Source: an optimization exercise on an open RTL-to-GDS flow (aim: small area, a short achievable clock period and few clock cycles per item). Production flows keep margins and buffers that such runs may drop. At most, simulation tests tie the RTL to the original design; equivalence was not proved. Function not checked in runs 2 to 4: the RTL went through the layout flow alone. Power figures rest on the tool's default switching activity, not on a simulated workload.

==> design.v <==
`default_nettype none
package gemm_pkg;
  typedef logic [32-1:0] beat_t;
  typedef logic [2*4*8-1:0] a_tile_t;
  typedef logic [2*4*4-1:0] b_tile_t;
  typedef logic signed [32-1:0] res_t;
  typedef logic [2*2*32-1:0] res_tile_t;
  typedef struct packed {
    a_tile_t a;
    b_tile_t b;
  } operand_t;
  typedef enum logic [2:0] {IDLE, LOAD, COMPUTE, DRAIN, DONE} ctrl_state_t;
endpackage
`default_nettype wire
`timescale 1ns/1ps
`default_nettype none
module tile_mac_s1 (
  input  wire  [31:0] a_row,
  input  wire  [15:0] b_row,
  output wire  [47:0] part
);
  wire e0 = 1'b0 ^ b_row[0];
  wire e1 = (b_row[1] & ~b_row[0] & ~1'b0) | (~b_row[1] & b_row[0] & 1'b0);
  wire p2 = ((e0 & a_row[0])) ^ b_row[1];
  wire p3 = ((e0 & a_row[1]) | (e1 & a_row[0])) ^ b_row[1];
  wire p4 = ((e0 & a_row[2]) | (e1 & a_row[1])) ^ b_row[1];
  wire p5 = ((e0 & a_row[3]) | (e1 & a_row[2])) ^ b_row[1];
  wire p6 = ((e0 & a_row[4]) | (e1 & a_row[3])) ^ b_row[1];
  wire p7 = ((e0 & a_row[5]) | (e1 & a_row[4])) ^ b_row[1];
  wire p8 = ((e0 & a_row[6]) | (e1 & a_row[5])) ^ b_row[1];
  wire p9 = ((e0 & a_row[7]) | (e1 & a_row[6])) ^ b_row[1];
  wire p10 = ((e0 & a_row[7]) | (e1 & a_row[7])) ^ b_row[1];
  wire p11 = ~p10;
  wire e12 = b_row[1] ^ b_row[2];
  wire e13 = (b_row[3] & ~b_row[2] & ~b_row[1]) | (~b_row[3] & b_row[2] & b_row[1]);
  wire p14 = ((e12 & a_row[0])) ^ b_row[3];
  wire p15 = ((e12 & a_row[1]) | (e13 & a_row[0])) ^ b_row[3];
  wire p16 = ((e12 & a_row[2]) | (e13 & a_row[1])) ^ b_row[3];
  wire p17 = ((e12 & a_row[3]) | (e13 & a_row[2])) ^ b_row[3];
  wire p18 = ((e12 & a_row[4]) | (e13 & a_row[3])) ^ b_row[3];
  wire p19 = ((e12 & a_row[5]) | (e13 & a_row[4])) ^ b_row[3];
  wire p20 = ((e12 & a_row[6]) | (e13 & a_row[5])) ^ b_row[3];
  wire p21 = ((e12 & a_row[7]) | (e13 & a_row[6])) ^ b_row[3];
  wire p22 = ((e12 & a_row[7]) | (e13 & a_row[7])) ^ b_row[3];
  wire p23 = ~p22;
  wire e24 = 1'b0 ^ b_row[4];
  wire e25 = (b_row[5] & ~b_row[4] & ~1'b0) | (~b_row[5] & b_row[4] & 1'b0);
  wire p26 = ((e24 & a_row[8])) ^ b_row[5];
  wire p27 = ((e24 & a_row[9]) | (e25 & a_row[8])) ^ b_row[5];
  wire p28 = ((e24 & a_row[10]) | (e25 & a_row[9])) ^ b_row[5];
  wire p29 = ((e24 & a_row[11]) | (e25 & a_row[10])) ^ b_row[5];
  wire p30 = ((e24 & a_row[12]) | (e25 & a_row[11])) ^ b_row[5];
  wire p31 = ((e24 & a_row[13]) | (e25 & a_row[12])) ^ b_row[5];
  wire p32 = ((e24 & a_row[14]) | (e25 & a_row[13])) ^ b_row[5];
  wire p33 = ((e24 & a_row[15]) | (e25 & a_row[14])) ^ b_row[5];
  wire p34 = ((e24 & a_row[15]) | (e25 & a_row[15])) ^ b_row[5];
  wire p35 = ~p34;
  wire e36 = b_row[5] ^ b_row[6];
  wire e37 = (b_row[7] & ~b_row[6] & ~b_row[5]) | (~b_row[7] & b_row[6] & b_row[5]);
  wire p38 = ((e36 & a_row[8])) ^ b_row[7];
  wire p39 = ((e36 & a_row[9]) | (e37 & a_row[8])) ^ b_row[7];
  wire p40 = ((e36 & a_row[10]) | (e37 & a_row[9])) ^ b_row[7];
  wire p41 = ((e36 & a_row[11]) | (e37 & a_row[10])) ^ b_row[7];
  wire p42 = ((e36 & a_row[12]) | (e37 & a_row[11])) ^ b_row[7];
  wire p43 = ((e36 & a_row[13]) | (e37 & a_row[12])) ^ b_row[7];
  wire p44 = ((e36 & a_row[14]) | (e37 & a_row[13])) ^ b_row[7];
  wire p45 = ((e36 & a_row[15]) | (e37 & a_row[14])) ^ b_row[7];
  wire p46 = ((e36 & a_row[15]) | (e37 & a_row[15])) ^ b_row[7];
  wire p47 = ~p46;
  wire e48 = 1'b0 ^ b_row[8];
  wire e49 = (b_row[9] & ~b_row[8] & ~1'b0) | (~b_row[9] & b_row[8] & 1'b0);
  wire p50 = ((e48 & a_row[16])) ^ b_row[9];
  wire p51 = ((e48 & a_row[17]) | (e49 & a_row[16])) ^ b_row[9];
  wire p52 = ((e48 & a_row[18]) | (e49 & a_row[17])) ^ b_row[9];
  wire p53 = ((e48 & a_row[19]) | (e49 & a_row[18])) ^ b_row[9];
  wire p54 = ((e48 & a_row[20]) | (e49 & a_row[19])) ^ b_row[9];
  wire p55 = ((e48 & a_row[21]) | (e49 & a_row[20])) ^ b_row[9];
  wire p56 = ((e48 & a_row[22]) | (e49 & a_row[21])) ^ b_row[9];
  wire p57 = ((e48 & a_row[23]) | (e49 & a_row[22])) ^ b_row[9];
  wire p58 = ((e48 & a_row[23]) | (e49 & a_row[23])) ^ b_row[9];
  wire p59 = ~p58;
  wire e60 = b_row[9] ^ b_row[10];
  wire e61 = (b_row[11] & ~b_row[10] & ~b_row[9]) | (~b_row[11] & b_row[10] & b_row[9]);
  wire p62 = ((e60 & a_row[16])) ^ b_row[11];
  wire p63 = ((e60 & a_row[17]) | (e61 & a_row[16])) ^ b_row[11];
  wire p64 = ((e60 & a_row[18]) | (e61 & a_row[17])) ^ b_row[11];
  wire p65 = ((e60 & a_row[19]) | (e61 & a_row[18])) ^ b_row[11];
  wire p66 = ((e60 & a_row[20]) | (e61 & a_row[19])) ^ b_row[11];
  wire p67 = ((e60 & a_row[21]) | (e61 & a_row[20])) ^ b_row[11];
  wire p68 = ((e60 & a_row[22]) | (e61 & a_row[21])) ^ b_row[11];
  wire p69 = ((e60 & a_row[23]) | (e61 & a_row[22])) ^ b_row[11];
  wire p70 = ((e60 & a_row[23]) | (e61 & a_row[23])) ^ b_row[11];
  wire p71 = ~p70;
  wire e72 = 1'b0 ^ b_row[12];
  wire e73 = (b_row[13] & ~b_row[12] & ~1'b0) | (~b_row[13] & b_row[12] & 1'b0);
  wire p74 = ((e72 & a_row[24])) ^ b_row[13];
  wire p75 = ((e72 & a_row[25]) | (e73 & a_row[24])) ^ b_row[13];
  wire p76 = ((e72 & a_row[26]) | (e73 & a_row[25])) ^ b_row[13];
  wire p77 = ((e72 & a_row[27]) | (e73 & a_row[26])) ^ b_row[13];
  wire p78 = ((e72 & a_row[28]) | (e73 & a_row[27])) ^ b_row[13];
  wire p79 = ((e72 & a_row[29]) | (e73 & a_row[28])) ^ b_row[13];
  wire p80 = ((e72 & a_row[30]) | (e73 & a_row[29])) ^ b_row[13];
  wire p81 = ((e72 & a_row[31]) | (e73 & a_row[30])) ^ b_row[13];
  wire p82 = ((e72 & a_row[31]) | (e73 & a_row[31])) ^ b_row[13];
  wire p83 = ~p82;
  wire e84 = b_row[13] ^ b_row[14];
  wire e85 = (b_row[15] & ~b_row[14] & ~b_row[13]) | (~b_row[15] & b_row[14] & b_row[13]);
  wire p86 = ((e84 & a_row[24])) ^ b_row[15];
  wire p87 = ((e84 & a_row[25]) | (e85 & a_row[24])) ^ b_row[15];
  wire p88 = ((e84 & a_row[26]) | (e85 & a_row[25])) ^ b_row[15];
  wire p89 = ((e84 & a_row[27]) | (e85 & a_row[26])) ^ b_row[15];
  wire p90 = ((e84 & a_row[28]) | (e85 & a_row[27])) ^ b_row[15];
  wire p91 = ((e84 & a_row[29]) | (e85 & a_row[28])) ^ b_row[15];
  wire p92 = ((e84 & a_row[30]) | (e85 & a_row[29])) ^ b_row[15];
  wire p93 = ((e84 & a_row[31]) | (e85 & a_row[30])) ^ b_row[15];
  wire p94 = ((e84 & a_row[31]) | (e85 & a_row[31])) ^ b_row[15];
  wire p95 = ~p94;
  wire s96 = b_row[13] ^ b_row[1] ^ b_row[5];
  wire c97 = (b_row[13] & b_row[1]) | (b_row[5] & (b_row[13] ^ b_row[1]));
  wire s98 = b_row[9] ^ s96 ^ p2;
  wire c99 = (b_row[9] & s96) | (p2 & (b_row[9] ^ s96));
  wire s100 = c97 ^ p27 ^ p3;
  wire c101 = (c97 & p27) | (p3 & (c97 ^ p27));
  wire s102 = b_row[11] ^ b_row[15] ^ b_row[3];
  wire c103 = (b_row[11] & b_row[15]) | (b_row[3] & (b_row[11] ^ b_row[15]));
  wire s104 = b_row[7] ^ s102 ^ p14;
  wire c105 = (b_row[7] & s102) | (p14 & (b_row[7] ^ s102));
  wire s106 = p28 ^ p38 ^ p4;
  wire c107 = (p28 & p38) | (p4 & (p28 ^ p38));
  wire s108 = p52 ^ p62 ^ p76;
  wire c109 = (p52 & p62) | (p76 & (p52 ^ p62));
  wire s110 = p86 ^ c101;
  wire c111 = p86 & c101;
  wire s112 = c103 ^ p15 ^ p29;
  wire c113 = (c103 & p15) | (p29 & (c103 ^ p15));
  wire s114 = p39 ^ p5 ^ p53;
  wire c115 = (p39 & p5) | (p53 & (p39 ^ p5));
  wire s116 = p63 ^ p77 ^ p87;
  wire c117 = (p63 & p77) | (p87 & (p63 ^ p77));
  wire s118 = c105 ^ c107 ^ c109;
  wire c119 = (c105 & c107) | (c109 & (c105 ^ c107));
  wire s120 = s112 ^ s114;
  wire c121 = s112 & s114;
  wire s122 = p16 ^ p30 ^ p40;
  wire c123 = (p16 & p30) | (p40 & (p16 ^ p30));
  wire s124 = p54 ^ p6 ^ p64;
  wire c125 = (p54 & p6) | (p64 & (p54 ^ p6));
  wire s126 = p78 ^ p88 ^ c113;
  wire c127 = (p78 & p88) | (c113 & (p78 ^ p88));
  wire s128 = c115 ^ c117 ^ s122;
  wire c129 = (c115 & c117) | (s122 & (c115 ^ c117));
  wire s130 = s124 ^ c121;
  wire c131 = s124 & c121;
  wire s132 = p17 ^ p31 ^ p41;
  wire c133 = (p17 & p31) | (p41 & (p17 ^ p31));
  wire s134 = p55 ^ p65 ^ p7;
  wire c135 = (p55 & p65) | (p7 & (p55 ^ p65));
  wire s136 = p79 ^ p89 ^ c123;
  wire c137 = (p79 & p89) | (c123 & (p79 ^ p89));
  wire s138 = c125 ^ s132 ^ s134;
  wire c139 = (c125 & s132) | (s134 & (c125 ^ s132));
  wire s140 = c127 ^ c131;
  wire c141 = c127 & c131;
  wire s142 = p18 ^ p32 ^ p42;
  wire c143 = (p18 & p32) | (p42 & (p18 ^ p32));
  wire s144 = p56 ^ p66 ^ p8;
  wire c145 = (p56 & p66) | (p8 & (p56 ^ p66));
  wire s146 = p80 ^ p90 ^ c133;
  wire c147 = (p80 & p90) | (c133 & (p80 ^ p90));
  wire s148 = c135 ^ s142 ^ s144;
  wire c149 = (c135 & s142) | (s144 & (c135 ^ s142));
  wire s150 = c137 ^ s146;
  wire c151 = c137 & s146;
  wire s152 = p19 ^ p33 ^ p43;
  wire c153 = (p19 & p33) | (p43 & (p19 ^ p33));
  wire s154 = p57 ^ p67 ^ p81;
  wire c155 = (p57 & p67) | (p81 & (p57 ^ p67));
  wire s156 = p9 ^ p91 ^ c143;
  wire c157 = (p9 & p91) | (c143 & (p9 ^ p91));
  wire s158 = c145 ^ s152 ^ s154;
  wire c159 = (c145 & s152) | (s154 & (c145 ^ s152));
  wire s160 = c147 ^ s156;
  wire c161 = c147 & s156;
  wire s162 = p11 ^ p20 ^ p35;
  wire c163 = (p11 & p20) | (p35 & (p11 ^ p20));
  wire s164 = p44 ^ p59 ^ p68;
  wire c165 = (p44 & p59) | (p68 & (p44 ^ p59));
  wire s166 = p83 ^ p92 ^ c153;
  wire c167 = (p83 & p92) | (c153 & (p83 ^ p92));
  wire s168 = c155 ^ s162 ^ s164;
  wire c169 = (c155 & s162) | (s164 & (c155 ^ s162));
  wire s170 = c157 ^ s166;
  wire c171 = c157 & s166;
  wire s172 = p21 ^ p45 ^ p69;
  wire c173 = (p21 & p45) | (p69 & (p21 ^ p45));
  wire s174 = p93 ^ c163 ^ c165;
  wire c175 = (p93 & c163) | (c165 & (p93 ^ c163));
  wire s176 = s172 ^ c167;
  wire c177 = s172 & c167;
  wire s178 = 1'b1 ^ p23 ^ p47;
  wire c179 = (1'b1 & p23) | (p47 & (1'b1 ^ p23));
  wire s180 = p71 ^ p95 ^ c173;
  wire c181 = (p71 & p95) | (c173 & (p71 ^ p95));
  assign part = {1'b1, c181, c179, 1'b1, c177, s180, c175, s178, s176, c171, c169, s174, s170, c161, s168, c159, s160, c151, s158, c149, s150, c141, s148, c139, s140, s138, c129, s136, s130, s128, s126, c119, s118, s120, c111, s116, s110, s108, s106, s104, s100, c99, p75, p51, s98, p74, p50, p26};
endmodule
module tile_mac_s2 (
  input  wire  [47:0] part,
  output wire  [13:0] dot
);
  wire s0 = part[0] ^ part[1] ^ part[2];
  wire c1 = (part[0] & part[1]) | (part[2] & (part[0] ^ part[1]));
  wire s2 = part[4] ^ part[5] ^ part[6];
  wire c3 = (part[4] & part[5]) | (part[6] & (part[4] ^ part[5]));
  wire s4 = part[7] ^ c1;
  wire c5 = part[7] & c1;
  wire s6 = part[10] ^ part[11] ^ part[8];
  wire c7 = (part[10] & part[11]) | (part[8] & (part[10] ^ part[11]));
  wire s8 = part[9] ^ c3 ^ s6;
  wire c9 = (part[9] & c3) | (s6 & (part[9] ^ c3));
  wire s10 = part[12] ^ part[13] ^ part[14];
  wire c11 = (part[12] & part[13]) | (part[14] & (part[12] ^ part[13]));
  wire s12 = part[15] ^ c7 ^ s10;
  wire c13 = (part[15] & c7) | (s10 & (part[15] ^ c7));
  wire s14 = part[16] ^ part[17] ^ part[18];
  wire c15 = (part[16] & part[17]) | (part[18] & (part[16] ^ part[17]));
  wire s16 = part[19] ^ c11 ^ s14;
  wire c17 = (part[19] & c11) | (s14 & (part[19] ^ c11));
  wire s18 = part[20] ^ part[21] ^ part[22];
  wire c19 = (part[20] & part[21]) | (part[22] & (part[20] ^ part[21]));
  wire s20 = part[23] ^ c15 ^ s18;
  wire c21 = (part[23] & c15) | (s18 & (part[23] ^ c15));
  wire s22 = part[24] ^ part[25] ^ part[26];
  wire c23 = (part[24] & part[25]) | (part[26] & (part[24] ^ part[25]));
  wire s24 = part[27] ^ c19 ^ s22;
  wire c25 = (part[27] & c19) | (s22 & (part[27] ^ c19));
  wire s26 = part[28] ^ part[29] ^ part[30];
  wire c27 = (part[28] & part[29]) | (part[30] & (part[28] ^ part[29]));
  wire s28 = part[31] ^ c23 ^ s26;
  wire c29 = (part[31] & c23) | (s26 & (part[31] ^ c23));
  wire s30 = part[32] ^ part[33] ^ part[34];
  wire c31 = (part[32] & part[33]) | (part[34] & (part[32] ^ part[33]));
  wire s32 = part[35] ^ c27 ^ s30;
  wire c33 = (part[35] & c27) | (s30 & (part[35] ^ c27));
  wire s34 = part[36] ^ part[37] ^ part[38];
  wire c35 = (part[36] & part[37]) | (part[38] & (part[36] ^ part[37]));
  wire s36 = part[39] ^ c31 ^ s34;
  wire c37 = (part[39] & c31) | (s34 & (part[39] ^ c31));
  wire s38 = part[40] ^ part[41] ^ part[42];
  wire c39 = (part[40] & part[41]) | (part[42] & (part[40] ^ part[41]));
  wire s40 = part[43] ^ c35 ^ s38;
  wire c41 = (part[43] & c35) | (s38 & (part[43] ^ c35));
  wire s42 = part[44] ^ part[45] ^ part[46];
  wire c43 = (part[44] & part[45]) | (part[46] & (part[44] ^ part[45]));
  wire s44 = c39 ^ s42;
  wire c45 = c39 & s42;
  wire [13:0] row_x = {part[47], c43, s44, c37, c33, c29, c25, c21, c17, c13, c9, c5, s2, part[3]};
  wire [13:0] row_y = {1'b0, c45, c41, s40, s36, s32, s28, s24, s20, s16, s12, s8, s4, s0};
  assign dot = row_x + row_y;
endmodule
`default_nettype wire
`timescale 1ns/1ps
`default_nettype none
module w4a8_gemm_top (
  input  wire         ap_clk,
  input  wire         areset,
  input  wire         ap_start,
  input  wire         write_result,
  input  wire         a_req,
  input  wire  [31:0] a_data,
  input  wire         b_req,
  input  wire  [31:0] b_data,
  input  wire         out_ready,
  output wire         ap_idle,
  output wire         ap_done,
  output wire         ap_ready,
  output wire         a_ack,
  output wire         b_ack,
  output wire         out_valid,
  output wire  [31:0] out_data
);
  logic        run;        
  logic        done_q;
  logic        wr_q;
  logic        ack_a, ack_b;
  logic [1:0]  a_cnt;      
  logic        b_got;      
  logic [2:0]  cur;        
  logic [2:0]  sq;         
  logic [2:0]  pw;         
  logic        pv;         
  logic        ov;         
  logic [48-1:0] preg;
  logic [13:0] oreg;
  logic [31:0] areg;
  logic [31:0] breg;
  logic [48-1:0] part;
  logic [13:0] dot;
  wire xfer    = ov & out_ready;
  function automatic logic ok(input logic [2:0] w);
    ok = run & wr_q & b_got & ~w[2] & (w[1] ? (a_cnt == 2'd2) : (a_cnt == 2'd1));
  endfunction
  wire ld_rdy  = run & wr_q & pv & (pw == cur);
  wire o_free  = ~ov | out_ready;
  wire load    = ld_rdy & o_free;
  wire [2:0] cur_p1 = cur + 3'd1;
  wire [2:0] cur_p2 = cur + 3'd2;
  wire [2:0] cur_n  = load ? cur_p1 : cur;
  wire sq_ok   = ok(sq);
  wire [2:0] sq_n0  = (sq_ok & (sq == cur))    ? cur_p1 : cur;
  wire [2:0] sq_n1  = (sq_ok & (sq == cur_p1)) ? cur_p2 : cur_p1;
  wire [2:0] sq_n   = load ? sq_n1 : sq_n0;
  wire a_free  = (a_cnt == 2'd0) | ((a_cnt == 2'd1) & (~wr_q | cur[1]));
  wire a_free1 = (a_cnt == 2'd1) & cur[0] & ld_rdy;
  wire take_a  = run & a_req & ~ack_a & (a_free | (a_free1 & o_free));
  wire take_b  = run & b_req & ~ack_b & ~b_got;
  wire tiles   = (a_cnt == 2'd2) & ~ack_a & b_got & ~ack_b;
  wire fin     = run & tiles & (~wr_q | (cur[2] & (~ov | out_ready)));
  tile_mac_s1 mac_s1 (
    .a_row (areg),
    .b_row (sq[0] ? breg[31:16] : breg[15:0]),
    .part  (part)
  );
  tile_mac_s2 mac_s2 (
    .part  (preg),
    .dot   (dot)
  );
  always_ff @(posedge ap_clk) begin
    if (areset) begin
      run    <= 1'b0;
      done_q <= 1'b0;
      wr_q   <= 1'b0;
      ack_a  <= 1'b0;
      ack_b  <= 1'b0;
      a_cnt  <= '0;
      b_got  <= 1'b0;
      cur    <= '0;
      sq     <= '0;
      pw     <= '0;
      pv     <= 1'b0;
      ov     <= 1'b0;
    end else begin
      done_q <= fin;
      if (~run) begin
        if (ap_start & ~done_q) begin
          run   <= 1'b1;
          wr_q  <= write_result;
          a_cnt <= '0;
          b_got <= 1'b0;
          cur   <= '0;
          sq    <= '0;
        end
      end else if (fin) begin
        run <= 1'b0;
      end
      if (take_a) begin
        ack_a <= 1'b1;
        a_cnt <= a_cnt + 2'd1;
      end else if (~a_req) begin
        ack_a <= 1'b0;
      end
      if (take_b) begin
        ack_b <= 1'b1;
        b_got <= 1'b1;
      end else if (~b_req) begin
        ack_b <= 1'b0;
      end
      if (run) begin
        cur  <= cur_n;
        sq   <= sq_n;
      end
      pw   <= sq;
      pv   <= sq_ok;
      if (load) begin
        ov   <= 1'b1;
      end else if (xfer) begin
        ov   <= 1'b0;
      end
    end
  end
  always_ff @(posedge ap_clk) begin
    if (take_a) areg <= a_data;
    if (take_b) breg <= b_data;
    preg <= part;
    if (load)   oreg <= dot;
  end
  assign ap_idle   = ~run;
  assign ap_done   = done_q;
  assign ap_ready  = done_q;
  assign a_ack     = ack_a;
  assign b_ack     = ack_b;
  assign out_valid = ov;
  assign out_data  = {{18{oreg[13]}}, oreg};
endmodule
`default_nettype wire
==> flow/run.sh <==
#!/bin/bash
set -euo pipefail
D=$PWD
SETUP_MARGIN=${SETUP_MARGIN:-5}
bash standard.sh synth > synth.log 2>&1
make -C "$FLOW_HOME" DESIGN_CONFIG=$D/config.mk WORK_HOME=$D/orfs CLKGATE_MAP_FILE= \
  SYNTH_SCRIPT=$D/synth_recipe.tcl \
  BUFFER_PORTS_ARGS="-buffer_cell sky130_fd_sc_hd__buf_2" \
  CTS_ARGS="-sink_clustering_enable -sink_clustering_size 24 -repair_clock_nets -dont_use_dummy_load -buf_list {sky130_fd_sc_hd__clkbuf_4 sky130_fd_sc_hd__clkbuf_8}" \
  SETUP_SLACK_MARGIN=$SETUP_MARGIN finish > layout.log 2>&1
R=$D/orfs/results/sky130hd/w4a8_gemm_top/base
: # left out here: write the final layout as DEF
==> standard.sh <==
#!/bin/bash
# synth_recipe.tcl (not shown) runs the flow's synth.tcl, then flattens the netlist and writes it again
# the make line also repeats each setting of config.mk as NAME=value (left out here)
make -C /OpenROAD-flow-scripts/flow DESIGN_CONFIG=/design/flow/config.mk WORK_HOME=/design/flow/orfs CLKGATE_MAP_FILE= SYNTH_SCRIPT=/design/flow/synth_recipe.tcl "${@:-finish}"
==> config.mk <==
export PLATFORM = sky130hd
export DESIGN_NAME = w4a8_gemm_top
export DESIGN_NICKNAME = w4a8_gemm_top
export VERILOG_FILES = /design/flow/design.v
export SDC_FILE = /design/flow/constraint.sdc
export NUM_CORES = 4
export LEC_CHECK = 0
export CAP_MARGIN = 20
export CORE_MARGIN = 2
export CORE_UTILIZATION = 50
export CTS_BUF_LIST = sky130_fd_sc_hd__clkbuf_4 sky130_fd_sc_hd__clkbuf_8
export GPL_TIMING_DRIVEN = 1
export SLEW_MARGIN = 20
==> constraint.sdc <==
create_clock -name core_clock -period 8.0 [get_ports {ap_clk}]
set_input_delay 1.6000 -clock core_clock [delete_from_list [all_inputs] [get_ports {ap_clk}]]
set_output_delay 1.6000 -clock core_clock [all_outputs]
set_load 0.01 [all_outputs]
==> reports/qor.yml, run 1 <==
logic_synthesis:
  number_of_synthesized_flops_with_an_enable_pin: 78
  synth_most_common_cell: "sky130_fd_sc_hd__inv_1"
  largest_family_of_logic_cells_by_synthesized_area: "adder cells"
  postSynthCellCount: 739
  postSynthRegisterBits: 143
  yosysSeqAreaShare_pct: 44.1
  post_synth_most_frequent_cells: "92 x sky130_fd_sc_hd__inv_1, 78 x sky130_fd_sc_hd__edfxtp_1, 65 x sky130_fd_sc_hd__dfxtp_1"
  synth_area_mm2: 0.00827
  synth-xor-area-share_pct: 3.39
  synthAdderAreaFrac_pct: 18.1
  async_flop_share_pct: 0
  muxShareOfSynthArea_pct: 8.71
  syn-mean-instance-area_um2: 11.2
  netlist_top_cells_area: "sky130_fd_sc_hd__edfxtp_1 28%, sky130_fd_sc_hd__dfxtp_1 16%, sky130_fd_sc_hd__fa_1 13%"
  yosys_warnings: 1
  synth_compound_gate_area_share_pct: 11.0
  synth_fp_nets: 894
  synth_ff_type: "sky130_fd_sc_hd__edfxtp_1"
  synth_cell_types: 51
  synth-simple-area-share_pct: 7.46
  synth_top_cell_area_share_pct: 28.3
  yosysTopAreaCell: "sky130_fd_sc_hd__edfxtp_1"
setup_path:
  critical_path.n_buffers_inverters: 2
  crit_path_cell_trace: "inv_2, fa_1, inv_1, fa_1, ha_4, o21ai_2, o21ai_2, a2111o_1, a221oi_4, o21ai_2, xor2_1"
  type_of_the_worst_setup_path: "register to register"
  worst_path_largest_cell_delay_ps: 520
  start_kind: "register"
  cp_common_cell: "sky130_fd_sc_hd__o21ai_2"
  cp_data_arrival_time_ps: 3180
  slowest_stage: "sky130_fd_sc_hd__fa_1"
  critical_path.max_fanout: 3
  kind_of_end_point_of_the_critical_path: "register"
  critPathRequiredTime_ps: 8170
  cpLargestDelayFamily: "adder cells"
pwr:
  pwr_density_cell_mw_per_mm2: 282
  sw_frac_of_total_pct: 35.7
  p_leak_nw: 4.05
  power.share.sequential_pct: 35.5
  internal_power_w: 0.00175
  pwr-share-clk_pct: 15.4
  design_power_total_w: 0.00272
  net-switching-power_w: 0.000968
  ir_drop_uv: 192
  combinationalPowerShare_pct: 49.1
sta:
  timing_max_transition_violations_final: 0
  timing.final.crit_share_pct: 37.6
  report.final.hold_viol_count: 0
  finalClockSkew_ps: 21.5
  final.setup.tns_ps: 0
  timing.max_slew.rel_slack_pct: 65.6
  rsz0062_at_grt: "true"
  worst-slew-pin-transition_ps: 503
  max_freq_mhz: 332
  finalWorstPathRequiredPeriod_ps: 3010
  finalSetupViolations: 0
layout:
  fill_cells: 1401
  finalCoreUtilization_pct: 58.9
  antenna_cells: 0
  multi_input_comb_area_mm2: 0.00442
  final-seq-area_mm2: 0.00365
  final_layout_size_suffix_gt1_share_pct: 26.7
  flow.area_growth_from_synthesis_pct: 16.4
  finalInstanceArea_mm2: 0.00963
  net_count_reported_at_finish: 993
clocking:
  clockBufferDepth: 2
  clockRootBuffer: "sky130_fd_sc_hd__clkbuf_8"
  worstSkewPairLatency_ps: 440
  h-tree-depth: 4
  number_of_hold_buffers_added_after_cts: 0
  tritoncts.num_buffers: 17
  tritoncts: "yes"
  cts_num_sinks: 143
  clkSlewWorstSetupHoldPaths_ps: 80
drt:
  average_vias_per_placed_instance: 5.29
  drt-initial-drc-count: 253
  wirelength_mm: 18.3
  detailroute.via_count: 5589
  antenna_violating_nets_post_route: 0
  wl_per_cell_um: 17.3
  drc: 0
  detailedRoute.firstPassIterationCount: 6
worst_hold_path:
  hold_class: "register to register"
floorplanning:
  pin_count: 109
  row_count: 47
  die_x_um: 133
  fp.dieH_um: 133
  floorplan.initialDensity_pct: 50.6
  die_area_mm2: 0.0176
  fp.coreArea_mm2: 0.0163
global_route:
  grt_remaining_overflow: 0
  grt_pass1_vias: 5540
  track_usage_pct: 21.4
  grt_pass1_wl_mm: 28.9
  pin_count_of_the_biggest_net_entering_global_routing: 37
  antenna_found_initial: 0
placed_design:
  detailed_place_hpwl_mm: 14.0
  gp_congestion: 0.903
  buffer_ports.inserted: 108
  placedInstanceArea_mm2: 0.00897
flow_run:
  drv_cap: 0
outcome:
  outcome: "timing/DRC/antenna clean"
cells by family (layout without fill, tap and decap cells):
logic type | count (synthesis) | in the layout
compound gates | 136 | 136
xor+xnor | 32 | 32
fa+ha+maj | 87 | 87
buf+inv | 140 | 237
flops | 143 | 143
mux | 70 | 70
simple gates | 131 | 131
placed cells by master, fill, tap and decap left out, types with 4 or more instances in the layout:
master / instances
sky130_fd_sc_hd__a21oi_1: 27
sky130_fd_sc_hd__a221oi_1: 9
sky130_fd_sc_hd__a221oi_2: 6
sky130_fd_sc_hd__a22o_1: 15
sky130_fd_sc_hd__a22oi_1: 23
sky130_fd_sc_hd__a22oi_2: 4
sky130_fd_sc_hd__and2_2: 4
sky130_fd_sc_hd__buf_2: 108
sky130_fd_sc_hd__buf_4: 16
sky130_fd_sc_hd__clkbuf_8: 17
sky130_fd_sc_hd__dfxtp_1: 62
sky130_fd_sc_hd__edfxtp_1: 78
sky130_fd_sc_hd__fa_1: 52
sky130_fd_sc_hd__ha_1: 25
sky130_fd_sc_hd__inv_1: 89
sky130_fd_sc_hd__mux2_2: 7
sky130_fd_sc_hd__mux2i_1: 52
sky130_fd_sc_hd__mux2i_4: 8
sky130_fd_sc_hd__nand2_1: 28
sky130_fd_sc_hd__nor2_1: 53
sky130_fd_sc_hd__nor2_2: 5
sky130_fd_sc_hd__nor2b_1: 10
sky130_fd_sc_hd__nor3_1: 4
sky130_fd_sc_hd__o21ai_0: 21
sky130_fd_sc_hd__o21ai_1: 4
sky130_fd_sc_hd__o21ai_2: 8
sky130_fd_sc_hd__xnor2_1: 22
sky130_fd_sc_hd__xor2_1: 8
final cells by class:
| cell class | instances | share of cell area [%] |
|---|---|---|
| clock buffers | 17 | 2.43 |
| multi-input cells | 456 | 45.9 |
| flip-flops and latches | 143 | 37.9 |
| well taps | 220 | 2.86 |
| inverters | 95 | 3.82 |
| repair buffers | 125 | 7.07 |
worst paths after layout:
check,start,slack (ps),cells after the start,to
setup / recovery,mac_s2.part[8]$_DFF_P_,4990,11,oreg[11]$_DFFE_PP_
hold / removal,ov$_SDFFE_PP0P_,510,2,ov$_SDFFE_PP0P_
setup reg to reg,mac_s2.part[8]$_DFF_P_,4990,11,oreg[11]$_DFFE_PP_
hold reg to reg,ov$_SDFFE_PP0P_,510,2,ov$_SDFFE_PP0P_
layer usage:
metal | global-route usage (%) | share of wire, %
met1 | 26.6 | 42
met2 | 37.2 | 51
met3 | 4.10 | 4.2
met4 | 8.00 | 2.4
met5 | 0 | 0
repair_timing:
item,4_1_cts,5_1_grt
endpoints found under the hold margin,0,0
endpoints found under the setup margin,41,29
pin swaps,7,4
buffers inserted,8,5
gates resized for setup,42,45
power by group through the flow:
stage          clock network [W]  logic (W)  registers (W)
2_1_floorplan                  0   0.000887       0.000962
3_5_place_dp                   0    0.00111       0.000978
6_report                0.000418    0.00133       0.000964
5_1_grt                 0.000463    0.00150       0.000971
4_1_cts                 0.000431    0.00120       0.000963
3_3_place_gp                   0    0.00109       0.000978
worst min-delay path: stages (launching register included):
cell and delay [ps]:
sky130_fd_sc_hd__dfxtp_1 340, sky130_fd_sc_hd__nand2b_4 80, sky130_fd_sc_hd__a21oi_1 50
flip-flops by register name (all words and copies together) (netlist names), 2 cells and up:
name,flops
a_cnt,2
pw,3
areg,32
oreg,14
sq,3
mac_s2.part,46
cur,3
breg,32
stage by stage:
| stage | hold WS, ps | instances | setup slack [ps] |
|---|---|---|---|
| floorplan | 486 | 739 | 4850 |
| global placement | 495 | 1026 | 4330 |
| detailed placement | 499 | 1026 | 4250 |
| CTS | 511 | 1051 | 4930 |
| global route | 532 | 1056 | 4850 |
| finish | 508 | 1056 | 4990 |
Testbench counts, summed over its fixed seeds: cycles 31,250, jobs 3,200.
==> inputs of run 2 (changes only) <==
--- a/design.v
+++ b/design.v
@@ -292,7 +292,8 @@
   logic [48-1:0] preg;
   logic [13:0] oreg;
   logic [31:0] areg;
-  logic [31:0] breg;
+  logic [15:0] bcur;
+  logic [15:0] bnxt;
   logic [48-1:0] part;
   logic [13:0] dot;
   wire xfer    = ov & out_ready;
@@ -313,11 +314,12 @@
   wire a_free1 = (a_cnt == 2'd1) & cur[0] & ld_rdy;
   wire take_a  = run & a_req & ~ack_a & (a_free | (a_free1 & o_free));
   wire take_b  = run & b_req & ~ack_b & ~b_got;
+  wire b_swap  = run & (sq_n[0] ^ sq[0]);
   wire tiles   = (a_cnt == 2'd2) & ~ack_a & b_got & ~ack_b;
   wire fin     = run & tiles & (~wr_q | (cur[2] & (~ov | out_ready)));
   tile_mac_s1 mac_s1 (
     .a_row (areg),
-    .b_row (sq[0] ? breg[31:16] : breg[15:0]),
+    .b_row (bcur),
     .part  (part)
   );
   tile_mac_s2 mac_s2 (
@@ -379,7 +381,13 @@
   end
   always_ff @(posedge ap_clk) begin
     if (take_a) areg <= a_data;
-    if (take_b) breg <= b_data;
+    if (take_b) begin
+      bcur <= b_data[15:0];
+      bnxt <= b_data[31:16];
+    end else if (b_swap) begin
+      bcur <= bnxt;
+      bnxt <= bcur;
+    end
     preg <= part;
     if (load)   oreg <= dot;
   end
==> flow/run.sh (replaced) <==
#!/bin/bash
set -euo pipefail
D=$PWD
SETUP_MARGIN=${SETUP_MARGIN:-5}
bash standard.sh synth > synth.log 2>&1
make -C "$FLOW_HOME" DESIGN_CONFIG=$D/config.mk WORK_HOME=$D/orfs CLKGATE_MAP_FILE= \
  SYNTH_SCRIPT=$D/synth_recipe.tcl \
  BUFFER_PORTS_ARGS="-buffer_cell sky130_fd_sc_hd__buf_2" \
  CTS_ARGS="-sink_clustering_enable -repair_clock_nets -dont_use_dummy_load -buf_list {sky130_fd_sc_hd__clkbuf_4 sky130_fd_sc_hd__clkbuf_8}" \
  SETUP_SLACK_MARGIN=$SETUP_MARGIN finish > layout.log 2>&1
R=$D/orfs/results/sky130hd/w4a8_gemm_top/base
: # left out here: write the final layout as DEF
==> run 2 against run 1 <==
Against the previous run:
- register-to-register slack better by 20 ps
- sequential share of layout area down 0.97 points
- wire length up 2.9%
- area after synthesis up 7.1%
- core utilization down 1.8 points
- non-clock buffer count down 5
- die area up 6.9%
- sequential power up 2%
- combinational power up 5%
==> reports/qor.yml, run 2 <==
layout:
  largest_register_ffs: 46  # unchanged
  mostFrequentLayoutCells: "108 x sky130_fd_sc_hd__buf_2, 89 x sky130_fd_sc_hd__inv_1, 80 x sky130_fd_sc_hd__nor2_1"
  instances_no_fill: 1187  # +12%
  layout_commonest_cell: "sky130_fd_sc_hd__buf_2"
  fill_cells: 1531  # +9.3%
  antenna_cells: 0  # unchanged
  finalInstanceArea_mm2: 0.00986  # +2.5%
  final_layout_size_suffix_gt1_share_pct: 20.9  # -5.8 points
  net_count_reported_at_finish: 1119  # +13%
  flow.area_growth_from_synthesis_pct: 11.4
setup_path:
  critPathRequiredTime_ps: 8170  # about the same
  source_of_the_worst_register_to_register_timing_path: "mac_s2.part[18]$_DFF_P_"
  worst_setup_path_startpoint: "mac_s2.part[18]$_DFF_P_"
  type_of_the_worst_setup_path: "register to register"
  kind_of_end_point_of_the_critical_path: "register"
  critical_path.max_fanout: 4  # +1
  start_kind: "register"
  cp_data_arrival_time_ps: 3160  # -20 ps
clocking:
  clkSlewWorstSetupHoldPaths_ps: 90  # about the same
  tritoncts: "yes"
  cts_num_sinks: 143  # unchanged
  worstSkewPairLatency_ps: 460  # +20 ps
  h-tree-depth: 4  # unchanged
  number_of_hold_buffers_added_after_cts: 0  # unchanged
  tritoncts.num_buffers: 17  # unchanged
  clockBufferDepth: 2  # unchanged
  clockRootBuffer: "sky130_fd_sc_hd__clkbuf_8"
floorplanning:
  floorplan.initialDensity_pct: 51.2  # +0.61 points
  row_count: 48  # +2.1%
  die_x_um: 137  # +3.4%
  fp.coreArea_mm2: 0.0173  # +5.8%
  die_area_mm2: 0.0188  # +6.9%
  pin_count: 109  # unchanged
  fp.dieH_um: 137  # +3.4%
sta:
  max_freq_mhz: 335  # +0.78%
  report.final.hold_viol_count: 0  # unchanged
  finalWorstPathRequiredPeriod_ps: 2990  # -23.3 ps
  rsz0062_at_grt: "true"
  finalSetupViolations: 0  # unchanged
  final.setup.tns_ps: 0  # unchanged
  finalClockSkew_ps: 32.8  # +11.3 ps
  worst-slew-pin-transition_ps: 958  # +455 ps
  timing_max_transition_violations_final: 0  # unchanged
  worst_hold_slack_ps: 480  # -28.1 ps
  timing.max_slew.rel_slack_pct: 36.1  # -29 points
  timing.final.crit_share_pct: 37.3  # -0.29 points
placed_design:
  buffer_ports.inserted: 108  # unchanged
  dp.cells: 1159  # +13%
  gp_congestion: 0.878  # -2.7%
  placedInstanceArea_mm2: 0.00942  # +5.0%
  detailed_place_hpwl_mm: 14.0  # about the same
logic_synthesis:
  synth_cell_types: 52  # +2.0%
  postSynthRegisterBits: 143  # unchanged
  synth-simple-area-share_pct: 12.2  # +4.7 points
  largest_family_of_logic_cells_by_synthesized_area: "adder cells"
  synth_most_common_cell: "sky130_fd_sc_hd__inv_1"
  synth_top_cell_area_share_pct: 26.4  # -1.9 points
  synth_fp_nets: 1048  # +17%
  post_synth_most_frequent_cells: "91 x sky130_fd_sc_hd__inv_1, 81 x sky130_fd_sc_hd__nor2_1, 78 x sky130_fd_sc_hd__edfxtp_1"
  async_flop_share_pct: 0  # unchanged
  synth_compound_gate_area_share_pct: 13.1  # +2.1 points
  yosysTopAreaCell: "sky130_fd_sc_hd__edfxtp_1"
  synthAdderAreaFrac_pct: 16.9  # -1.2 points
  synth-xor-area-share_pct: 3.07  # -0.32 points
  synth_ff_type: "sky130_fd_sc_hd__edfxtp_1"
  postSynthCellCount: 893  # +21%
  number_of_synthesized_flops_with_an_enable_pin: 78  # unchanged
  muxShareOfSynthArea_pct: 5.91  # -2.8 points
  yosysSeqAreaShare_pct: 41.1  # -2.9 points
  syn-mean-instance-area_um2: 9.92  # -11%
  synth_area_mm2: 0.00886  # +7.1%
  yosys_warnings: 1  # unchanged
  netlist_top_cells_area: "sky130_fd_sc_hd__edfxtp_1 26%, sky130_fd_sc_hd__dfxtp_1 15%, sky130_fd_sc_hd__fa_1 12%"
pwr:
  net-switching-power_w: 0.00102  # +5.2%
  sw_frac_of_total_pct: 36.4  # +0.75 points
  combinationalPowerShare_pct: 49.9  # +0.8 points
  pwr_density_cell_mw_per_mm2: 284  # +0.58%
  p_leak_nw: 4.10  # +1.4%
  pwr-share-clk_pct: 15.1  # -0.3 points
  power.share.sequential_pct: 35.0  # -0.5 points
  internal_power_w: 0.00178  # +1.9%
  ir_drop_uv: 237  # +24%
worst_hold_path:
  hold_start: "sq[0]$_SDFFE_PP0P_"
  hold_class: "register to register"
global_route:
  track_usage_pct: 21.1  # -0.28 points
  antenna_found_initial: 0  # unchanged
  grt_remaining_overflow: 0  # unchanged
  pin_count_of_the_biggest_net_entering_global_routing: 55  # +49%
  grt_pass1_wl_mm: 30.2  # +4.6%
  grt_pass1_vias: 6145  # +11%
outcome:
  outcome: "timing/DRC/antenna clean"
drt:
  antenna_violating_nets_post_route: 0  # unchanged
  wl_per_cell_um: 15.8  # -8.5%
  detailedRoute.firstPassIterationCount: 5  # -1
  average_vias_per_placed_instance: 5.38  # +1.7%
  drc: 0  # unchanged
  detailroute.via_count: 6389  # +14%
  drt-initial-drc-count: 273  # +7.9%
  wirelength_mm: 18.8  # +2.9%
flow_run:
  drv_cap: 0  # unchanged
run 2: cells by family after synthesis:
family	count (synthesis)
AOI/OAI and AO/OA	192
buffers and inverters	162
DFF	143
xor gates and xnor gates	31
muxes	48
and+or+nand+nor	230
adders and majority gates	87
run 2: routing by layer:
layer	wire length, um	track usage [%]	up-vias
li1	-	-	3173
met1	8540	26.8	3035
met2	9150	35.5	161
met3	788	5.11	20
met4	323	6.99	0
met5	0	0	-
run 2: layout make-up:
cell class	instances	area, um2	area share, %
Multi-Input combinational cell	591	4720	47.9
Sequential cell	143	3640	36.9
Tap cell	225	282	2.85
Inverter	91	345	3.50
Timing Repair Buffer	120	634	6.43
Clock buffer	17	234	2.37
run 2: path summary, 6_finish.rpt:
check | end | slack (ps) | depth (start not counted)
max | oreg[12]$_DFFE_PP_ | 5010 | 11
max reg2reg | oreg[12]$_DFFE_PP_ | 5010 | 11
min reg2reg | pw[0]$_SDFF_PP0_ | 480 | 1
min | pw[0]$_SDFF_PP0_ | 480 | 1
run 2: through the flow:
stage          total power [W]  utilization (%)  worst slack [ps]
6_report               0.00280             57.0              5010
5_1_grt                0.00303             57.0              4850
4_1_cts                0.00278             56.4              4920
3_5_place_dp           0.00224             54.5              4360
3_3_place_gp           0.00220             54.5              4400
2_1_floorplan          0.00198                -              4790
run 2: power groups by stage:
stage / combinational, W / sequential (W) / clock (W)
3_5_place_dp: 0.00125 / 0.000997 / 0
5_1_grt: 0.00158 / 0.000989 / 0.000458
6_report: 0.00140 / 0.000980 / 0.000422
4_1_cts: 0.00137 / 0.000980 / 0.000434
2_1_floorplan: 0.00101 / 0.000971 / 0
3_3_place_gp: 0.00121 / 0.000996 / 0
run 2: repair_timing:
action,in CTS,in global routing
pin swaps,3,3
resized for setup,11,11
buffers inserted,3,5
cloned,1,2
hold endpoints to repair,0,0
endpoints found under the setup margin,54,46
run 2: critical path, cell delays in order, from the launching register on:
cell,delay (ps)
sky130_fd_sc_hd__dfxtp_1,310
sky130_fd_sc_hd__inv_1,50
sky130_fd_sc_hd__fa_1,500
sky130_fd_sc_hd__fa_1,510
sky130_fd_sc_hd__inv_1,60
sky130_fd_sc_hd__ha_4,290
sky130_fd_sc_hd__nand2_1,60
sky130_fd_sc_hd__o21bai_1,150
sky130_fd_sc_hd__a21bo_2,240
sky130_fd_sc_hd__a21oi_2,190
sky130_fd_sc_hd__nor4_1,70
sky130_fd_sc_hd__a311o_1,280
==> inputs of run 3 (changes only) <==
--- a/flow/run.sh
+++ b/flow/run.sh
@@ -1,7 +1,7 @@
 #!/bin/bash
 set -euo pipefail
 D=$PWD
-SETUP_MARGIN=${SETUP_MARGIN:-5}
+SETUP_MARGIN=${SETUP_MARGIN:-5.2}
 bash standard.sh synth > synth.log 2>&1
 make -C "$FLOW_HOME" DESIGN_CONFIG=$D/config.mk WORK_HOME=$D/orfs CLKGATE_MAP_FILE= \
   SYNTH_SCRIPT=$D/synth_recipe.tcl \
==> run 3 against run 2 <==
Against the previous run:
- synthesized cell count unchanged
- clock power fell by 1%
- sequential power about the same
- clock-buffer cell count stayed put
- worst hold slack improved by 24 ps
- flip-flop and latch count unchanged
- sequential share of layout area shrank 1.8 points
- critical endpoint unchanged
- cell count rose by 2.9%
- maximum frequency is 2.5% lower
- via count grew 3.5%
- die area unchanged
- highest routed layer unchanged
==> reports/qor.yml, run 3 <==
setup_path:
  worst_setup_path_startpoint: "mac_s2.part[26]$_DFF_P_"
  critPathRequiredTime_ps: 8180  # about the same
  cp_data_arrival_time_ps: 3240  # +80 ps
  source_of_the_worst_register_to_register_timing_path: "mac_s2.part[26]$_DFF_P_"
  type_of_the_worst_setup_path: "register to register"
  start_kind: "register"
  kind_of_end_point_of_the_critical_path: "register"
  r2r_slack_ps: 4940  # -80 ps
  rr_worst_depth: 9  # -2
  timing.rr.end: "oreg[12]$_DFFE_PP_"
  critical_path.max_fanout: 5  # +1
clocking:
  clockBufferDepth: 2  # unchanged
  clockRootBuffer: "sky130_fd_sc_hd__clkbuf_8"
  cts_num_sinks: 143  # unchanged
  tritoncts.num_buffers: 17  # unchanged
  worstSkewPairLatency_ps: 460  # about the same
  clkSlewWorstSetupHoldPaths_ps: 80  # about the same
  h-tree-depth: 4  # unchanged
  tritoncts: "yes"
  number_of_hold_buffers_added_after_cts: 0  # unchanged
floorplanning:
  row_count: 48  # unchanged
  die_area_mm2: 0.0188  # unchanged
  fp.dieH_um: 137  # unchanged
  floorplan.initialDensity_pct: 51.2  # unchanged
  die_x_um: 137  # unchanged
  pin_count: 109  # unchanged
  fp.coreArea_mm2: 0.0173  # unchanged
logic_synthesis:
  postSynthRegisterBits: 143  # unchanged
  synthAdderAreaFrac_pct: 16.9  # unchanged
  synth_ff_type: "sky130_fd_sc_hd__edfxtp_1"
  async_flop_share_pct: 0  # unchanged
  muxShareOfSynthArea_pct: 5.91  # unchanged
  largest_family_of_logic_cells_by_synthesized_area: "adder cells"
  synth_area_mm2: 0.00886  # unchanged
  post_synth_most_frequent_cells: "91 x sky130_fd_sc_hd__inv_1, 81 x sky130_fd_sc_hd__nor2_1, 78 x sky130_fd_sc_hd__edfxtp_1"
  synth-simple-area-share_pct: 12.2  # unchanged
  synth_most_common_cell: "sky130_fd_sc_hd__inv_1"
  syn-mean-instance-area_um2: 9.92  # unchanged
  yosysSeqAreaShare_pct: 41.1  # unchanged
  number_of_synthesized_flops_with_an_enable_pin: 78  # unchanged
  postSynthCellCount: 893  # unchanged
  synth-xor-area-share_pct: 3.07  # unchanged
  synth_cell_types: 52  # unchanged
  yosys_warnings: 1  # unchanged
  synth_top_cell_area_share_pct: 26.4  # unchanged
  synth_fp_nets: 1048  # unchanged
  synth_compound_gate_area_share_pct: 13.1  # unchanged
  netlist_top_cells_area: "sky130_fd_sc_hd__edfxtp_1 26%, sky130_fd_sc_hd__dfxtp_1 15%, sky130_fd_sc_hd__fa_1 12%"
  yosysTopAreaCell: "sky130_fd_sc_hd__edfxtp_1"
drt:
  wl_per_cell_um: 16.7  # +5.6%
  wirelength_mm: 20.4  # +8.7%
  wl_met3_um: 911  # +16%
  met1Wirelength_mm: 8.79  # +2.9%
  antenna_violating_nets_post_route: 0  # unchanged
  drc: 0  # unchanged
  drt-initial-drc-count: 357  # +31%
  average_vias_per_placed_instance: 5.41  # +0.50%
  detailroute.via_count: 6610  # +3.5%
  detailedRoute.firstPassIterationCount: 5  # unchanged
  wl_met2_mm: 10.1  # +11%
  topRoutingLayerUsed: "met4"
flow_run:
  drv_cap: 0  # unchanged
layout:
  antenna_cells: 0  # unchanged
  instances_no_fill: 1222  # +2.9%
  fill_cells: 1484  # -3.1%
  largest_register_ffs: 46  # unchanged
  finalInstanceArea_mm2: 0.0104  # +5.5%
  net_count_reported_at_finish: 1154  # +3.1%
  mostFrequentLayoutCells: "107 x sky130_fd_sc_hd__buf_2, 83 x sky130_fd_sc_hd__inv_1, 79 x sky130_fd_sc_hd__nor2_1"
  flow.area_growth_from_synthesis_pct: 17.5
  layout_commonest_cell: "sky130_fd_sc_hd__buf_2"
  final_layout_size_suffix_gt1_share_pct: 27.5  # +6.6 points
sta:
  finalSetupViolations: 0  # unchanged
  timing_max_transition_violations_final: 0  # unchanged
  timing.final.crit_share_pct: 38.3  # +0.94 points
  timing.max_slew.rel_slack_pct: 44.6  # +8.4 points
  final.setup.tns_ps: 0  # unchanged
  worst_hold_slack_ps: 504  # +23.8 ps
  finalClockSkew_ps: 27.0  # -5.81 ps
  worst-slew-pin-transition_ps: 826  # -132 ps
  max_freq_mhz: 327  # -2.5%
  rsz0062_at_grt: "true"
  finalWorstPathRequiredPeriod_ps: 3060  # +75.0 ps
  report.final.hold_viol_count: 0  # unchanged
pwr:
  pwr_density_cell_mw_per_mm2: 330  # +16%
  ir_drop_uv: 278  # +17%
  p_leak_nw: 4.32  # +5.2%
  design_power_total_w: 0.00344  # +23%
worst_hold_path:
  hold_start: "sq[0]$_SDFFE_PP0P_"
  hold_class: "register to register"
  hold_depth: 1  # unchanged
  hold-path-endpoint: "pw[0]$_SDFF_PP0_"
global_route:
  grt_pass1_vias: 6446  # +4.9%
  pin_count_of_the_biggest_net_entering_global_routing: 55  # unchanged
  grt_remaining_overflow: 0  # unchanged
  grt_pass1_wl_mm: 31.8  # +5.3%
  track_usage_pct: 22.4  # +1.2 points
  antenna_found_initial: 0  # unchanged
placed_design:
  buffer_ports.inserted: 108  # unchanged
  dp.cells: 1158  # -0.086%
  gp_congestion: 0.835  # -4.9%
  detailed_place_hpwl_mm: 14.2  # +1.9%
  placedInstanceArea_mm2: 0.00949  # +0.73%
outcome:
  outcome: "timing/DRC/antenna clean"
## run 3: cells by family (layout without fill, tap and decap cells)
kind of cell,count (synthesis),after routing
buffers and inverters,162,263
adders and majority gates,87,87
muxes,48,48
and+or+nand+nor,230,230
AOI/OAI and AO/OA,192,195
xor gates and xnor gates,31,31
DFF,143,143
## run 3: routing by layer
layer,global-route usage [%],vias to the layer above
met5,0,-
li1,-,3235
met3,4.67,40
met1,27.3,3154
met2,38.0,181
met4,10.2,0
## run 3: through the flow
step	utilization (%)	setup WS [ps]
floorplan	-	4790
global placement	54.7	4390
detailed placement	54.9	4350
CTS	58.5	5050
global route	60.2	4890
finish	60.2	4940
## run 3: cell type report
class / instances / area (um2) / share of cell area [%]
Clock buffer: 17 / 234 / 2.25
Tap cell: 225 / 282 / 2.70
Sequential cell: 143 / 3660 / 35.1
Timing Repair Buffer: 155 / 968 / 9.30
Inverter: 91 / 345 / 3.32
Multi-Input combinational cell: 591 / 4920 / 47.3
## run 3: critical path: stages, from the launching register on
cell and delay [ps]:
sky130_fd_sc_hd__dfxtp_2 330, sky130_fd_sc_hd__fa_1 510, sky130_fd_sc_hd__fa_1 600, sky130_fd_sc_hd__ha_4 230, sky130_fd_sc_hd__or3_1 370, sky130_fd_sc_hd__o21ai_2 140
sky130_fd_sc_hd__a21oi_4 60, sky130_fd_sc_hd__buf_4 150, sky130_fd_sc_hd__buf_4 120, sky130_fd_sc_hd__a311o_1 260
## run 3: repair_timing
item	in CTS	in global routing
resized for setup	29	39
endpoints found under the setup margin	89	92
gates cloned	3	0
setup buffers	27	17
pin swaps	7	26
## run 3: power by group
group	internal, W	switching [W]	total, W
clock network	0.000187	0.000230	0.000416
logic	0.00103	0.00101	0.00204
registers	0.000932	0.0000478	0.000980
total	0.00215	0.00129	0.00344
## run 3: worst max-delay path by stage
stage	end	slack, ps	depth (start not counted)
final	oreg[12]$_DFFE_PP_	4940	9
after global routing	oreg[12]$_DFFE_PP_	4890	11
after CTS	oreg[12]$_DFFE_PP_	5050	11
after detailed placement	bnxt[6]$_DFFE_PP_	4350	7
after global placement	bcur[7]$_DFFE_PP_	4390	7
after floorplan	bcur[0]$_DFFE_PP_	4790	7
==> inputs of run 4 (changes only) <==
--- a/design.v
+++ b/design.v
@@ -297,8 +297,8 @@
   logic [48-1:0] part;
   logic [13:0] dot;
   wire xfer    = ov & out_ready;
-  function automatic logic ok(input logic [2:0] w);
-    ok = run & wr_q & b_got & ~w[2] & (w[1] ? (a_cnt == 2'd2) : (a_cnt == 2'd1));
+  function automatic logic ok(input logic [2:0] w, input logic a1_in);
+    ok = run & wr_q & b_got & ~w[2] & (w[1] ? (a_cnt == 2'd2 | a1_in) : (a_cnt == 2'd1));
   endfunction
   wire ld_rdy  = run & wr_q & pv & (pw == cur);
   wire o_free  = ~ov | out_ready;
@@ -306,19 +306,19 @@
   wire [2:0] cur_p1 = cur + 3'd1;
   wire [2:0] cur_p2 = cur + 3'd2;
   wire [2:0] cur_n  = load ? cur_p1 : cur;
-  wire sq_ok   = ok(sq);
-  wire [2:0] sq_n0  = (sq_ok & (sq == cur))    ? cur_p1 : cur;
-  wire [2:0] sq_n1  = (sq_ok & (sq == cur_p1)) ? cur_p2 : cur_p1;
-  wire [2:0] sq_n   = load ? sq_n1 : sq_n0;
   wire a_free  = (a_cnt == 2'd0) | ((a_cnt == 2'd1) & (~wr_q | cur[1]));
   wire a_free1 = (a_cnt == 2'd1) & cur[0] & ld_rdy;
   wire take_a  = run & a_req & ~ack_a & (a_free | (a_free1 & o_free));
+  wire sq_ok   = ok(sq, take_a);
+  wire [2:0] sq_n0  = (sq_ok & (sq == cur))    ? cur_p1 : cur;
+  wire [2:0] sq_n1  = (sq_ok & (sq == cur_p1)) ? cur_p2 : cur_p1;
+  wire [2:0] sq_n   = load ? sq_n1 : sq_n0;
   wire take_b  = run & b_req & ~ack_b & ~b_got;
   wire b_swap  = run & (sq_n[0] ^ sq[0]);
   wire tiles   = (a_cnt == 2'd2) & ~ack_a & b_got & ~ack_b;
   wire fin     = run & tiles & (~wr_q | (cur[2] & (~ov | out_ready)));
   tile_mac_s1 mac_s1 (
-    .a_row (areg),
+    .a_row ((sq[1] & (a_cnt == 2'd1)) ? a_data : areg),
     .b_row (bcur),
     .part  (part)
   );
--- a/flow/run.sh
+++ b/flow/run.sh
@@ -1,7 +1,7 @@
 #!/bin/bash
 set -euo pipefail
 D=$PWD
-SETUP_MARGIN=${SETUP_MARGIN:-5.2}
+SETUP_MARGIN=${SETUP_MARGIN:-4.85}
 bash standard.sh synth > synth.log 2>&1
 make -C "$FLOW_HOME" DESIGN_CONFIG=$D/config.mk WORK_HOME=$D/orfs CLKGATE_MAP_FILE= \
   SYNTH_SCRIPT=$D/synth_recipe.tcl \
==> run 4 against run 3 <==
Against the previous run:
- setup slack lost 230 ps
- global-route usage grew 1.1 points
- flip-flop and latch count is the same
- largest power group is now registers
- via count grew 6.0%
- design area grew 3.8%
- clock-buffer cell count is the same
- core utilization shrank 0.21 points
- highest routed layer unchanged
- critical path type is now primary input to register
- still clean
- wire length grew 12%
==> reports/qor.yml, run 4 <==
sta:
  finalWorstPathRequiredPeriod_ps: 3290  # +225 ps
  worst_hold_slack_ps: 528  # +23.6 ps
  finalClockSkew_ps: 26.7  # -0.265 ps
  rsz0062_at_grt: "true"
  final.setup.tns_ps: 0  # unchanged
  timing.max_slew.rel_slack_pct: 27.6  # -17 points
  report.final.hold_viol_count: 0  # unchanged
  finalSetupViolations: 0  # unchanged
  max_freq_mhz: 304  # -6.9%
  timing.final.crit_share_pct: 41.1  # +2.8 points
  timing_max_transition_violations_final: 0  # unchanged
  worst-slew-pin-transition_ps: 1090  # +261 ps
global_route:
  grt_pass1_wl_mm: 35.8  # +13%
  antenna_found_initial: 0  # unchanged
  track_usage_pct: 23.4  # +1.1 points
  grt_remaining_overflow: 0  # unchanged
  pin_count_of_the_biggest_net_entering_global_routing: 42  # -24%
  grt_pass1_vias: 6698  # +3.9%
setup_path:
  critical_path.max_fanout: 7  # +2
  kind_of_end_point_of_the_critical_path: "register"
  start_kind: "primary input"
  cp_data_arrival_time_ps: 3620  # +380 ps
  crit_path_cell_trace: "buf_6, mux2_4, buf_4, a221oi_2, fa_2, inv_2, fa_1, inv_1, ha_1"
  cpLargestDelayFamily: "adder cells"
  slowest_stage: "sky130_fd_sc_hd__fa_1"
  type_of_the_worst_setup_path: "primary input to register"
  critPathRequiredTime_ps: 8330  # +150 ps
  critical_path.n_buffers_inverters: 4  # +2
  worst_path_largest_cell_delay_ps: 470  # -130 ps
drt:
  detailroute.via_count: 7004  # +6.0%
  antenna_violating_nets_post_route: 0  # unchanged
  average_vias_per_placed_instance: 5.74  # +6.0%
  drc: 0  # unchanged
  wirelength_mm: 23.0  # +12%
  detailedRoute.firstPassIterationCount: 5  # unchanged
  drt-initial-drc-count: 394  # +10%
  wl_per_cell_um: 18.8  # +12%
clocking:
  clockBufferDepth: 2  # unchanged
  tritoncts: "yes"
  number_of_hold_buffers_added_after_cts: 0  # unchanged
  cts_num_sinks: 143  # unchanged
  clockRootBuffer: "sky130_fd_sc_hd__clkbuf_8"
  h-tree-depth: 4  # unchanged
  clkSlewWorstSetupHoldPaths_ps: 80  # about the same
  worstSkewPairLatency_ps: 450  # about the same
  tritoncts.num_buffers: 17  # unchanged
logic_synthesis:
  postSynthRegisterBits: 143  # unchanged
  yosysSeqAreaShare_pct: 39.5  # -1.6 points
  post_synth_most_frequent_cells: "78 x sky130_fd_sc_hd__edfxtp_1, 75 x sky130_fd_sc_hd__nor2_1, 74 x sky130_fd_sc_hd__inv_1"
  async_flop_share_pct: 0  # unchanged
  synth_ff_type: "sky130_fd_sc_hd__edfxtp_1"
  synth_cell_types: 58  # +12%
  syn-mean-instance-area_um2: 10.1  # +2.3%
  yosys_warnings: 1  # unchanged
  synth_fp_nets: 1064  # +1.5%
  number_of_synthesized_flops_with_an_enable_pin: 78  # unchanged
  postSynthCellCount: 909  # +1.8%
  netlist_top_cells_area: "sky130_fd_sc_hd__edfxtp_1 25%, sky130_fd_sc_hd__dfxtp_1 14%, sky130_fd_sc_hd__fa_1 12%"
  synth_top_cell_area_share_pct: 25.4  # -1.0 points
  synth_most_common_cell: "sky130_fd_sc_hd__edfxtp_1"
  synth_area_mm2: 0.00922  # +4.1%
  yosysTopAreaCell: "sky130_fd_sc_hd__edfxtp_1"
pwr:
  internal_power_w: 0.00147  # -32%
  ir_drop_uv: 160  # -42%
  sw_frac_of_total_pct: 32.9  # -4.5 points
  combinationalPowerShare_pct: 39.4  # -20 points
  design_power_total_w: 0.00219  # -36%
  pwr_density_cell_mw_per_mm2: 203  # -39%
  p_leak_nw: 4.46  # +3.4%
  net-switching-power_w: 0.000722  # -44%
  power.share.sequential_pct: 40.9  # +12 points
  pwr-share-clk_pct: 19.7  # +7.6 points
layout:
  net_count_reported_at_finish: 1149  # -0.43%
  flow.area_growth_from_synthesis_pct: 17.2
  final_layout_size_suffix_gt1_share_pct: 32.2  # +4.7 points
  layout_commonest_cell: "sky130_fd_sc_hd__buf_2"
  mostFrequentLayoutCells: "103 x sky130_fd_sc_hd__buf_2, 78 x sky130_fd_sc_hd__edfxtp_1, 73 x sky130_fd_sc_hd__nor2_1"
  antenna_cells: 0  # unchanged
  largest_register_ffs: 46  # unchanged
outcome:
  outcome: "timing/DRC/antenna clean"
floorplanning:
  die_x_um: 140  # +2.0%
  fp.dieH_um: 140  # +2.0%
  die_area_mm2: 0.0195  # +4.0%
  floorplan.initialDensity_pct: 51.2  # about the same
  fp.coreArea_mm2: 0.0180  # +4.2%
  row_count: 49  # +2.1%
  pin_count: 109  # unchanged
flow_run:
  drv_cap: 0  # unchanged
placed_design:
  detailed_place_hpwl_mm: 16.2  # +14%
  gp_congestion: 0.945  # +13%
  buffer_ports.inserted: 108  # unchanged
worst_hold_path:
  hold_class: "register to register"
-- run 4: changes by cell type in the layout (fill, tap and decap cells not counted), moves of 13 or more --
cell / previous run / this run
sky130_fd_sc_hd__buf_4: 40 / 22
sky130_fd_sc_hd__fa_1: 52 / 39
sky130_fd_sc_hd__fa_2: 3 / 16
sky130_fd_sc_hd__inv_1: 83 / 68
sky130_fd_sc_hd__mux2_4: 1 / 19
sky130_fd_sc_hd__nand2b_1: 22 / 7
sky130_fd_sc_hd__o21ai_0: 45 / 31
-- run 4: final timing paths --
path,cells past startpoint,to,start,slack [ps]
max,9,mac_s2.part[27]$_DFF_P_,a_data[3],4710
min,1,oreg[0]$_DFFE_PP_,mac_s2.part[3]$_DFF_P_,530
max reg2reg,12,oreg[13]$_DFFE_PP_,mac_s2.part[11]$_DFF_P_,4790
min reg2reg,1,oreg[0]$_DFFE_PP_,mac_s2.part[3]$_DFF_P_,530
-- run 4: what timing repair did --
action                                  in CTS  in global routing
gates resized for setup                     37                 23
pin swaps                                   24                 23
buffers inserted                            11                 11
endpoints found under the setup margin      66                 76
gates cloned                                 3                  1
-- run 4: layout make-up --
type | count | area (um2)
Clock buffer | 17 | 234
Fill cell | 1537 | 7220
Inverter | 76 | 289
Multi-Input combinational cell | 621 | 5520
Sequential cell | 143 | 3650
Tap cell | 229 | 287
Timing Repair Buffer | 135 | 833
-- run 4: metal layers --
metal	track usage [%]	vias to the layer above	wire [um]	share of wire, %
li1	-	3339	-	-
met1	32.1	3385	10300	45
met2	38.8	253	11100	48
met3	3.72	27	1250	5.4
met4	6.68	0	364	1.6
met5	0	-	0	0
-- run 4: through the flow --
stage / instances / area (um2) / utilization, % / setup WS, ps
CTS: 1209 / 10600 / 58.8 / 4760
floorplan: 909 / 9580 / - / 4360
global route: 1221 / 10800 / 60.0 / 4670
global placement: 1178 / 10100 / 56.0 / 4270
finish: 1221 / 10800 / 60.0 / 4710
detailed placement: 1178 / 10100 / 56.0 / 4240
-- run 4: kinds of logic after synthesis --
group | Yosys count | synth area share [%]
compound gates | 206 | 14.0
xor+xnor | 31 | 2.94
fa+ha+maj | 85 | 16.0
buf+inv | 148 | 6.93
flops | 143 | 39.5
mux | 90 | 10.6
simple gates | 206 | 10.0
-- run 4: power by group through the flow --
stage,Clock [W],Sequential [W],Combinational [W]
2_1_floorplan,0,0.000898,0.000579
3_3_place_gp,0,0.000912,0.000723
3_5_place_dp,0,0.000913,0.000744
4_1_cts,0.000442,0.000897,0.000832
5_1_grt,0.000466,0.000903,0.000973
6_report,0.000432,0.000898,0.000864

static timing again, ports no longer ideal:
No port has a modelled driver above. Below, the same layouts with a new extraction and two added sets of constraints. Step 1 assumes that a clkbuf_16 drives the clock port and a buf_2 every other input. Step 2 times the ports against the registers' clock, not the clock port: input delays grow and output delays shrink by t, the midpoint of the rising clock arrivals with the driver on. a / b / c = ideal / step 1 / step 2; a / b = the first two.
| run | shift t [ns] | slack for setup (ns) | worst hold slack (ns) |
|---|---|---|---|
| run 1 | 0.468 | 4.990 / 4.990 / 4.885 | 0.508 / 0.508 / 0.508 |
| run 2 | 0.483 | 5.013 / 5.013 / 4.591 | 0.480 / 0.480 / 0.480 |
| run 3 | 0.487 | 4.938 / 4.938 / 4.723 | 0.504 / 0.504 / 0.504 |
| run 4 | 0.482 | 4.713 / 4.719 / 4.237 | 0.528 / 0.528 / 0.528 |
After both steps every run listed still meets setup and hold. The setup slack of run 4, which loses most, moves by +0.006 ns with the drivers and by -0.476 ns with both steps.
